Source: an optimization exercise on an open RTL-to-GDS flow (aim: small area and a short achievable clock period). Production flows keep margins and buffers that such runs may drop.
No activity file was given, so power comes from the tool's default toggle rates.

==> module wts_wave_ram, before the edit <==
module wts_wave_ram (
	input  logic                              clk,
	input  logic                              nreset,          
	input  logic                              next_is_cpu,     
	input  logic [wts_wave_pkg::RAM_AW-1:0]   play_addr_next,  
	input  logic                              strobe,          
	input  logic [wts_wave_pkg::RAM_AW-1:0]   in_addr,
	input  logic                              ram_we,          
	input  logic [wts_wave_pkg::RAM_AW-1:0]   wr_addr,         
	input  logic [wts_wave_pkg::SAMPLE_W-1:0] ram_wdata,
	output logic [wts_wave_pkg::SAMPLE_W-1:0] ram_q
);
	localparam int AW        = wts_wave_pkg::RAM_AW;
	localparam int DW        = wts_wave_pkg::SAMPLE_W;
	localparam int DEPTH     = 2**AW;
	localparam int HW        = AW / 2;
	localparam int HN        = 2**HW;
	localparam int PORT_STEP = 6;   
	localparam int NPORT     = (DEPTH + PORT_STEP - 1) / PORT_STEP;
	logic [DEPTH*DW-1:0] ring;        
	logic [AW-1:0]       rot;         
	logic [HN-1:0]       rd_sel_lo;   
	logic [HN-1:0]       rd_sel_lo2;  
	logic [HN-1:0]       rd_sel_hi;
	logic [AW-1:0]       rd_pos;      
	logic                rd_fwd;      
	logic [AW-1:0]       wb_cnt;      
	logic [AW-1:0]       wb_addr;
	logic [DW-1:0]       wb_data;
	logic                wb_valid;
	logic [NPORT-1:0]    port_en;
	logic                wb_commit;   
	logic [AW-1:0]       wb_cnt_next;
	logic                wb_valid_next;
	logic [AW-1:0]       rd_pos_next;
	logic                rd_fwd_next;
	logic                wb_keep;
	function automatic logic at_port(input logic [AW-1:0] cnt);
		at_port = 1'b0;
		for (int j = 0; j < NPORT; j++) at_port = at_port | (cnt == AW'(j * PORT_STEP + 2));
	endfunction
	function automatic logic at_port_sel(input logic [HN-1:0] hi, input logic [HN-1:0] lo);
		at_port_sel = 1'b0;
		for (int j = 0; j < NPORT; j++) begin
			at_port_sel = at_port_sel | (hi[(j * PORT_STEP + 2) / HN] & lo[(j * PORT_STEP + 2) % HN]);
		end
	endfunction
	always_comb begin
		for (int j = 0; j < NPORT; j++) begin
			port_en[j] = wb_commit && (wb_cnt == AW'(j * PORT_STEP + 2));
		end
	end
	always_ff @(posedge clk) begin
		for (int i = 0; i < DEPTH; i++) begin
			if ((i % PORT_STEP) == 0 && port_en[i / PORT_STEP]) begin
				ring[i*DW +: DW] <= wb_data;
			end else begin
				ring[i*DW +: DW] <= ring[((i + 1) % DEPTH)*DW +: DW];
			end
		end
	end
	function automatic logic [AW-1:0] pos_of(input logic [AW-1:0] addr, input logic [AW-1:0] r);
		pos_of = AW'(wts_wave_pkg::add16(16'(addr), 16'(~r), 1'b0));
	endfunction
	assign wb_keep       = wb_valid && !wb_commit;
	assign wb_cnt_next   = ram_we ? rd_pos : AW'(wts_wave_pkg::add16(16'(wb_cnt), 16'hffff, 1'b0));
	assign wb_valid_next = ram_we || wb_keep;
	function automatic logic fwd_of(input logic [AW-1:0] addr, input logic we, input logic [AW-1:0] waddr,
		input logic keep, input logic [AW-1:0] baddr);
		fwd_of = we ? (waddr == addr) : (keep && baddr == addr);
	endfunction
	always_comb begin
		logic [AW-1:0] p_cpu;
		logic          f_cpu;
		p_cpu = strobe ? pos_of(in_addr, rot) : pos_of(wr_addr, rot);
		f_cpu = strobe ? fwd_of(in_addr, ram_we, wr_addr, wb_keep, wb_addr)
			: fwd_of(wr_addr, ram_we, wr_addr, wb_keep, wb_addr);
		if (!nreset) begin
			rd_pos_next = ~rot;
			rd_fwd_next = fwd_of('0, ram_we, wr_addr, wb_keep, wb_addr);
		end else if (next_is_cpu) begin
			rd_pos_next = p_cpu;
			rd_fwd_next = f_cpu;
		end else begin
			rd_pos_next = pos_of(play_addr_next, rot);
			rd_fwd_next = fwd_of(play_addr_next, ram_we, wr_addr, wb_keep, wb_addr);
		end
	end
	always_comb begin
		rd_pos = '0;
		for (int k = 0; k < HN; k++) begin
			if (rd_sel_lo[k]) rd_pos[HW-1:0]  = rd_pos[HW-1:0] | HW'(k);
			if (rd_sel_hi[k]) rd_pos[AW-1:HW] = rd_pos[AW-1:HW] | HW'(k);
		end
	end
	always_ff @(posedge clk) begin
		rot <= AW'(wts_wave_pkg::add16(16'(rot), 16'd1, 1'b0));
		if (ram_we) begin
			wb_addr  <= wr_addr;
			wb_data  <= ram_wdata;
		end
		wb_cnt    <= wb_cnt_next;
		wb_valid  <= wb_valid_next;
		wb_commit <= ram_we ? at_port_sel(rd_sel_hi, rd_sel_lo) : (wb_keep && at_port(wb_cnt_next));
		rd_fwd <= rd_fwd_next;
		for (int k = 0; k < HN; k++) begin
			rd_sel_lo[k]  <= (rd_pos_next[HW-1:0] == HW'(k));
			rd_sel_lo2[k] <= (rd_pos_next[HW-1:0] == HW'(k));
			rd_sel_hi[k] <= (rd_pos_next[AW-1:HW] == HW'(k));
		end
	end
	always_ff @(posedge clk) begin
		logic [DW-1:0] grp;
		logic [DW-1:0] rd_data;
		rd_data = '0;
		for (int j = 0; j < HN; j++) begin
			grp = '0;
			for (int k = 0; k < HN; k++) begin
				grp = grp | (ring[(j*HN + k)*DW +: DW] & {DW{(j < HN / 2) ? rd_sel_lo[k] : rd_sel_lo2[k]}});
			end
			rd_data = rd_data | (grp & {DW{rd_sel_hi[j]}});
		end
		ram_q <= rd_fwd ? wb_data : rd_data;
	end
endmodule
Settings: LEC_CHECK=0, CAP_MARGIN=20, CORE_MARGIN=2, CORE_UTILIZATION=40, CTS_BUF_LIST=sky130_fd_sc_hd__clkbuf_8, CTS_CLUSTER_DIAMETER=60, CTS_CLUSTER_SIZE=15, SETUP_SLACK_MARGIN=3.6, SLEW_MARGIN=20; clock period 6.5 ns.
standard.sh (not shown) runs the stock make flow with config.mk's settings and CLKGATE_MAP_FILE= SYNTH_SCRIPT=/design/flow/synth_recipe.tcl, a recipe that flattens the netlist after the stock synthesis.
==> flow/flow/run.sh <==
#!/bin/bash
set -euo pipefail
bash standard.sh \
	BUFFER_PORTS_ARGS="-buffer_cell sky130_fd_sc_hd__buf_2" \
	CTS_ARGS="-sink_clustering_enable -repair_clock_nets -sink_clustering_size 15 -sink_clustering_max_diameter 60 -buf_list sky130_fd_sc_hd__clkbuf_8 -dont_use_dummy_load" \
	finish > standard_flow.log 2>&1
Change:
--- a/flow/design.v
+++ b/flow/design.v
@@ -187,5 +187,5 @@
 	logic [AW-1:0]       rot;         
 	logic [HN-1:0]       rd_sel_lo;   
-	logic [HN-1:0]       rd_sel_lo2;  
+	logic [HN-1:0]       rd_hi;       
 	logic [HN-1:0]       rd_sel_hi;
 	logic [AW-1:0]       rd_pos;      
@@ -257,5 +257,5 @@
 		for (int k = 0; k < HN; k++) begin
 			if (rd_sel_lo[k]) rd_pos[HW-1:0]  = rd_pos[HW-1:0] | HW'(k);
-			if (rd_sel_hi[k]) rd_pos[AW-1:HW] = rd_pos[AW-1:HW] | HW'(k);
+			if (rd_hi[k]) rd_pos[AW-1:HW] = rd_pos[AW-1:HW] | HW'(k);
 		end
 	end
@@ -268,10 +268,10 @@
 		wb_cnt    <= wb_cnt_next;
 		wb_valid  <= wb_valid_next;
-		wb_commit <= ram_we ? at_port_sel(rd_sel_hi, rd_sel_lo) : (wb_keep && at_port(wb_cnt_next));
+		wb_commit <= ram_we ? at_port_sel(rd_hi, rd_sel_lo) : (wb_keep && at_port(wb_cnt_next));
 		rd_fwd <= rd_fwd_next;
 		for (int k = 0; k < HN; k++) begin
 			rd_sel_lo[k]  <= (rd_pos_next[HW-1:0] == HW'(k));
-			rd_sel_lo2[k] <= (rd_pos_next[HW-1:0] == HW'(k));
-			rd_sel_hi[k] <= (rd_pos_next[AW-1:HW] == HW'(k));
+			rd_hi[k]      <= (rd_pos_next[AW-1:HW] == HW'(k));
+			rd_sel_hi[k] <= (rd_pos_next[AW-1:HW] == HW'(k)) && !rd_fwd_next;   
 		end
 	end
@@ -283,9 +283,9 @@
 			grp = '0;
 			for (int k = 0; k < HN; k++) begin
-				grp = grp | (ring[(j*HN + k)*DW +: DW] & {DW{(j < HN / 2) ? rd_sel_lo[k] : rd_sel_lo2[k]}});
+				grp = grp | (ring[(j*HN + k)*DW +: DW] & {DW{rd_sel_lo[k]}});
 			end
 			rd_data = rd_data | (grp & {DW{rd_sel_hi[j]}});
 		end
-		ram_q <= rd_fwd ? wb_data : rd_data;
+		ram_q <= rd_data | (wb_data & {DW{rd_fwd}});
 	end
 endmodule
=> The changed run finished clean. Setup slack improves by 0.028 ns. Sequential share of layout area shrinks by 2.0 points. First-iteration DRC count grows by roughly a tenth. Final area grows by a few percent. Core utilization grows by 1.4 points. Cell count grows slightly. Clock power grows slightly. Wire length grows by a little under a tenth. Critical path depth grows by 1. Fmax grows slightly. Total power is about the same. Clock-buffer cell count grows by 1. Die area grows slightly. Non-clock buffer count grows by 87.
No run of this note included a check of the RTL's function; only the layout flow was run.

-- afterwards: timing with drivers on the ports --
Ports are ideal in the flow. The routed layouts listed here were re-timed in OpenROAD. Step 1 sets driving cells, clkbuf_16 on the clock port and buf_2 on the other inputs (assumed; they add their load-dependent delay and slew). Step 2 adds t to the input delays and takes it off the output delays; t is the mean of the earliest and latest rising clock arrival at the registers after step 1. Input paths then give back, and output paths get back, about the clock's delay inside the block. Three values: ideal ports, drivers, drivers and shift; two values: the first two.
run	t, ns	setup WS [ns]	cell pins on the clock port's net
the first run	1.023	3.428 / 3.428 / 2.954	1
the second run	0.979	3.456 / 3.456 / 2.626	1
After both steps setup and hold are still met in every run listed. For the second run, which loses most, drivers alone change the setup slack by 0.000 ns; drivers and shift together by -0.830 ns.
